This design comes from an exercise in tuning for small area on the open sky130 flow, not from production work.
Function was checked by simulation only, so behaviour that the tests miss may differ from the original. No driver is modelled on the clock port, so clocking that relies on it looks cheaper here than on a real chip.

## conv_core
module conv_core (
  input  wire                                  clk,
  input  wire                                  rst_n,
  input  wire [16-1:0]               ifmap_dat,
  input  wire                                  ifmap_vld,
  input  wire [16-1:0]              weights_dat,
  input  wire                                  weights_vld,
  output wire [4*32-1:0]  ofmap_dat,
  output wire                                  ofmap_vld
);
  localparam integer D  = 11;    
  localparam integer NS = 7;     
  reg  [3:0]   widx;           
  reg          wloaded;        
  reg  [15:0]  wr0 [0:3];
  reg  [15:0]  wr1 [0:3];
  reg  [15:0]  wr2 [0:3];
  reg  [15:0]  wr3 [0:3];
  always @(posedge clk or negedge rst_n) begin
    if (!rst_n) begin
      widx    <= 4'd0;
      wloaded <= 1'b0;
    end else if (weights_vld) begin
      widx <= widx + 4'd1;
      if (widx == 4'd15) wloaded <= 1'b1;
    end
  end
  reg  [15:0]  dl_d [0:D-1];
  reg  [D-1:0] dl_v;
  integer k;
  always @(posedge clk) begin
    dl_d[0] <= ifmap_dat;
    for (k = 1; k < D; k = k + 1) dl_d[k] <= dl_d[k-1];
  end
  always @(posedge clk or negedge rst_n) begin
    if (!rst_n) dl_v <= {D{1'b0}};
    else        dl_v <= {dl_v[D-2:0], ifmap_vld};
  end
  wire        pv = dl_v[D-1];                   
  wire [15:0] px = dl_d[D-1] & {16{wloaded && pv}};   
  wire [16:0] pxe = {px, 1'b0};
  wire [7:0]  b_one, b_two, b_neg;
  genvar j;
  generate
  ...
For scale: about 4900 cells after synthesis, ~1500 flip-flops, ~170 I/O pins.
export LEC_CHECK = 0
export CAP_MARGIN = 20
export CORE_MARGIN = 2
export CORE_UTILIZATION = 78
export CTS_CLUSTER_DIAMETER = 75
export CTS_CLUSTER_SIZE = 32
export SLEW_MARGIN = 20
export SYNTH_HIERARCHICAL = 1
export SYNTH_MINIMUM_KEEP_SIZE = 0
create_clock -name core_clock -period 10.0 [get_ports {clk}]
standard.sh (not shown) runs the stock make flow with config.mk's settings and CLKGATE_MAP_FILE= SYNTH_SCRIPT=/design/flow/synth_recipe.tcl, a recipe that flattens the netlist after the stock synthesis.
==> flow/flow/run.sh <==
#!/bin/bash
set -e
cp standard.sh standard_sh_copy.log
export CTS_ARGS="-sink_clustering_enable -repair_clock_nets -sink_clustering_size 32 -sink_clustering_max_diameter 75 -dont_use_dummy_load"
export BUFFER_PORTS_ARGS="-buffer_cell sky130_fd_sc_hd__buf_1"
bash standard.sh finish > standard_flow.log 2>&1
The starting point finished with timing, DRC and antenna clean.
Next try:
==> flow/flow/run.sh (replaced) <==
#!/bin/bash
set -e
cp standard.sh standard_sh_copy.log
export CTS_ARGS="-sink_clustering_enable -repair_clock_nets -sink_clustering_size 26 -sink_clustering_max_diameter 85 -dont_use_dummy_load"
export BUFFER_PORTS_ARGS="-buffer_cell sky130_fd_sc_hd__buf_1"
bash standard.sh finish > standard_flow.log 2>&1
CORE_UTILIZATION = 70   (was 78)
CTS_CLUSTER_DIAMETER = 85   (was 75)
CTS_CLUSTER_SIZE = 26   (was 32)
After rerunning:
- The new run ran to the end with no violations
- critical path depth does not change
- wire length goes down by 1.0%
- die area climbs by 11%
- register-to-register slack got worse by 170 ps
- worst setup slack gets worse by 170 ps
- global-route usage goes down by 3.8 points
Next try:
==> flow/flow/run.sh (replaced) <==
#!/bin/bash
set -e
cp standard.sh standard_sh_copy.log
export CTS_ARGS="-sink_clustering_enable -repair_clock_nets -sink_clustering_size 32 -sink_clustering_max_diameter 75 -dont_use_dummy_load"
export BUFFER_PORTS_ARGS="-buffer_cell sky130_fd_sc_hd__buf_1"
bash standard.sh finish > standard_flow.log 2>&1
CTS_CLUSTER_DIAMETER = 75   (was 85)
CTS_CLUSTER_SIZE = 32   (was 26)
=> The changed run passed the timing, design-rule and antenna checks. Via count went down slightly. Clock skew goes up by 10 ps. Die area is unchanged. Cell area came out lower slightly.

* * *

conv_core, a different RTL version from the one above (not shown whole).
Size in the first run: roughly 4900 cells after synthesis, ~1500 flip-flops, roughly 74000 sq um of cells after synthesis.
export LEC_CHECK = 0
export CAP_MARGIN = 20
export CORE_MARGIN = 2
export CORE_UTILIZATION = 55
export CTS_CLUSTER_DIAMETER = 90
export CTS_CLUSTER_SIZE = 24
export SLEW_MARGIN = 20
export SYNTH_HIERARCHICAL = 1
export SYNTH_MINIMUM_KEEP_SIZE = 0
create_clock -name core_clock -period 10.0 [get_ports {clk}]
==> flow/flow/run.sh <==
#!/bin/bash
set -e
cp standard.sh standard_sh_copy.log
export CTS_ARGS="-sink_clustering_enable -repair_clock_nets -sink_clustering_size 24 -sink_clustering_max_diameter 90 -dont_use_dummy_load"
export BUFFER_PORTS_ARGS="-buffer_cell sky130_fd_sc_hd__buf_1"
bash standard.sh > standard_flow.log 2>&1
Next try:
==> flow/flow/run.sh (replaced) <==
#!/bin/bash
set -e
cp standard.sh standard_sh_copy.log
export CTS_ARGS="-sink_clustering_enable -repair_clock_nets -sink_clustering_size 20 -sink_clustering_max_diameter 100 -dont_use_dummy_load"
export BUFFER_PORTS_ARGS="-buffer_cell sky130_fd_sc_hd__buf_1"
bash standard.sh > standard_flow.log 2>&1
- CORE_UTILIZATION: 55 -> 40
- CTS_CLUSTER_DIAMETER: 90 -> 100
- CTS_CLUSTER_SIZE: 24 -> 20
What happened:
- core utilization decreases by 15 points
- global-route usage decreases by 6.3 points
- cell count increases by roughly a tenth
- final area increases slightly
Next try:
==> flow/flow/run.sh (replaced) <==
#!/bin/bash
set -e
cp standard.sh standard_sh_copy.log
export CTS_ARGS="-sink_clustering_enable -repair_clock_nets -sink_clustering_size 32 -sink_clustering_max_diameter 75 -dont_use_dummy_load"
export BUFFER_PORTS_ARGS="-buffer_cell sky130_fd_sc_hd__buf_1"
bash standard.sh finish > standard_flow.log 2>&1
- CORE_UTILIZATION: 40 -> 70
- CTS_CLUSTER_DIAMETER: 100 -> 75
- CTS_CLUSTER_SIZE: 20 -> 32
After rerunning: Die area drops by 43%. Hold slack improves by 32 ps. Core utilization came out higher by 30 points. Routed wire length fell by 7.6%. Area after synthesis stays the same. Global-route usage went up by 12 points.
Next try:
==> flow/flow/run.sh (replaced) <==
#!/bin/bash
set -e
cp standard.sh standard_sh_copy.log
export CTS_ARGS="-sink_clustering_enable -repair_clock_nets -sink_clustering_size 24 -sink_clustering_max_diameter 90 -dont_use_dummy_load"
export BUFFER_PORTS_ARGS="-buffer_cell sky130_fd_sc_hd__buf_1"
bash standard.sh RECOVER_POWER=100 MATCH_CELL_FOOTPRINT=0 finish > standard_flow.log 2>&1
- CORE_UTILIZATION: 70 -> 60
- CTS_CLUSTER_DIAMETER: 75 -> 90
- CTS_CLUSTER_SIZE: 32 -> 24
Effect: Now the flow completed, yet does not pass: max-capacitance violations, max-slew violations; register-to-register slack degrades by 260 ps; critical path depth shrinks by 2; global-route usage shrinks by 3.5 points; synthesized area does not change; routed wire length grows by a few percent; setup slack degrades by 260 ps; count of clock-buffer cells in the layout grows by 17; core utilization shrinks by 9.9 points.
Next try:
==> flow/flow/run.sh (replaced) <==
#!/bin/bash
set -e
cp standard.sh standard_sh_copy.log
export CTS_ARGS="-sink_clustering_enable -repair_clock_nets -sink_clustering_size 26 -sink_clustering_max_diameter 85 -dont_use_dummy_load"
export BUFFER_PORTS_ARGS="-buffer_cell sky130_fd_sc_hd__buf_1"
bash standard.sh finish > standard_flow.log 2>&1
- CORE_UTILIZATION: 60 -> 70
- CTS_CLUSTER_DIAMETER: 90 -> 85
- CTS_CLUSTER_SIZE: 24 -> 26
Outcome: The changed run finished with timing, DRC and antenna clean; global-route usage grows by 3.5 points; worst hold slack gets worse by 22 ps; clock skew shrinks by 12 ps; setup slack gets better by 280 ps; synthesized cell count stays the same; cell count went down by 4.0%; wire length is lower by 4.1%; via count increases by 0.84%.

* * *

Another version of the RTL of conv_core (not shown whole).
For scale: about 5600 cells after synthesis, roughly 1500 flip-flops.
make LEC_CHECK=0 CAP_MARGIN=20 CORE_MARGIN=2 CORE_UTILIZATION=40 CTS_CLUSTER_DIAMETER=100 CTS_CLUSTER_SIZE=20 SLEW_MARGIN=20 finish   # period 10.0 ns
run.sh (not shown) runs the stock make flow with config.mk's settings and CLKGATE_MAP_FILE= SYNTH_SCRIPT=/design/flow/synth_recipe.tcl, a recipe that flattens the netlist after the stock synthesis.
Stock flow here: none of the scripts above is used.
Next try:
==> flow/flow/run.sh (new file) <==
#!/bin/bash
set -e
cp standard.sh standard_sh_copy.log
export CTS_ARGS="-sink_clustering_enable -repair_clock_nets -sink_clustering_size 20 -sink_clustering_max_diameter 100 -dont_use_dummy_load"
export BUFFER_PORTS_ARGS="-buffer_cell sky130_fd_sc_hd__buf_1"
bash standard.sh > standard_flow.log 2>&1
==> flow/standard.sh (new file) <==
#!/bin/bash
# synth_recipe.tcl (not shown) runs the flow's synth.tcl, then flattens the netlist and writes it again
# the make line also repeats each setting of config.mk as NAME=value (left out here)
make -C /OpenROAD-flow-scripts/flow DESIGN_CONFIG=/design/flow/config.mk WORK_HOME=/design/flow/orfs CLKGATE_MAP_FILE= SYNTH_SCRIPT=/design/flow/synth_recipe.tcl "${@:-finish}"
removed: flow/run.sh
Effect:
- worst hold slack loses 0.026 ns
- maximum frequency falls slightly
- worst setup slack gets worse by 0.042 ns
- cell count shrinks slightly
- clock-buffer cell count came out lower by 53
- core utilization decreases by 0.69 points
- final area goes down slightly
- routed wire length barely changes
- synthesized cell count does not change

what the ideal ports hide:
In the flow no input, the clock included, has a driving cell. The finished layouts below were timed again as built, in two steps.
Step 1, drivers: a clkbuf_16 drives clk and a buf_2 each remaining input, both assumed.
Step 2 times the ports against the registers' clock, not the clock port: input delays grow and output delays shrink by t, the midpoint of the rising clock arrivals with the driver on.
a / b / c = no drivers / after step 1 / after step 2; a / b = the first two.
run | shift t [ns] | slack for setup (ns) | worst setup path at the end | worst register clock-pin slew, ns | worst data-port slew with drivers (ns)
the first run of note 1 | 0.754 | 1.893 / 1.893 / 1.893 | register to register | 0.12 / 0.12 | 0.05
the second run of note 1 | 0.725 | 1.725 / 1.725 / 1.725 | register to register | 0.10 / 0.10 | 0.08
the third run of note 1 | 0.777 | 1.650 / 1.650 / 1.650 | register to register | 0.12 / 0.12 | 0.08
the first run of note 2 | 0.760 | 1.681 / 1.681 / 1.681 | register to register | 0.10 / 0.10 | 0.04
the second run of note 2 | 0.794 | 1.747 / 1.747 / 1.747 | register to register | 0.08 / 0.08 | 0.17
the third run of note 2 | 0.785 | 1.324 / 1.324 / 1.324 | register to register | 0.12 / 0.12 | 0.05
the fourth run of note 2 | 0.724 | 1.065 / 1.065 / 1.065 | register to register | 0.09 / 0.09 | 0.07
the fifth run of note 2 | 0.738 | 1.344 / 1.344 / 1.344 | register to register | 0.10 / 0.10 | 0.05
the first run of note 3 | 0.823 | 1.482 / 1.482 / 1.482 | register to register | 0.10 / 0.10 | 0.10
the second run of note 3 | 0.771 | 1.439 / 1.439 / 1.439 | register to register | 0.09 / 0.09 | 0.12
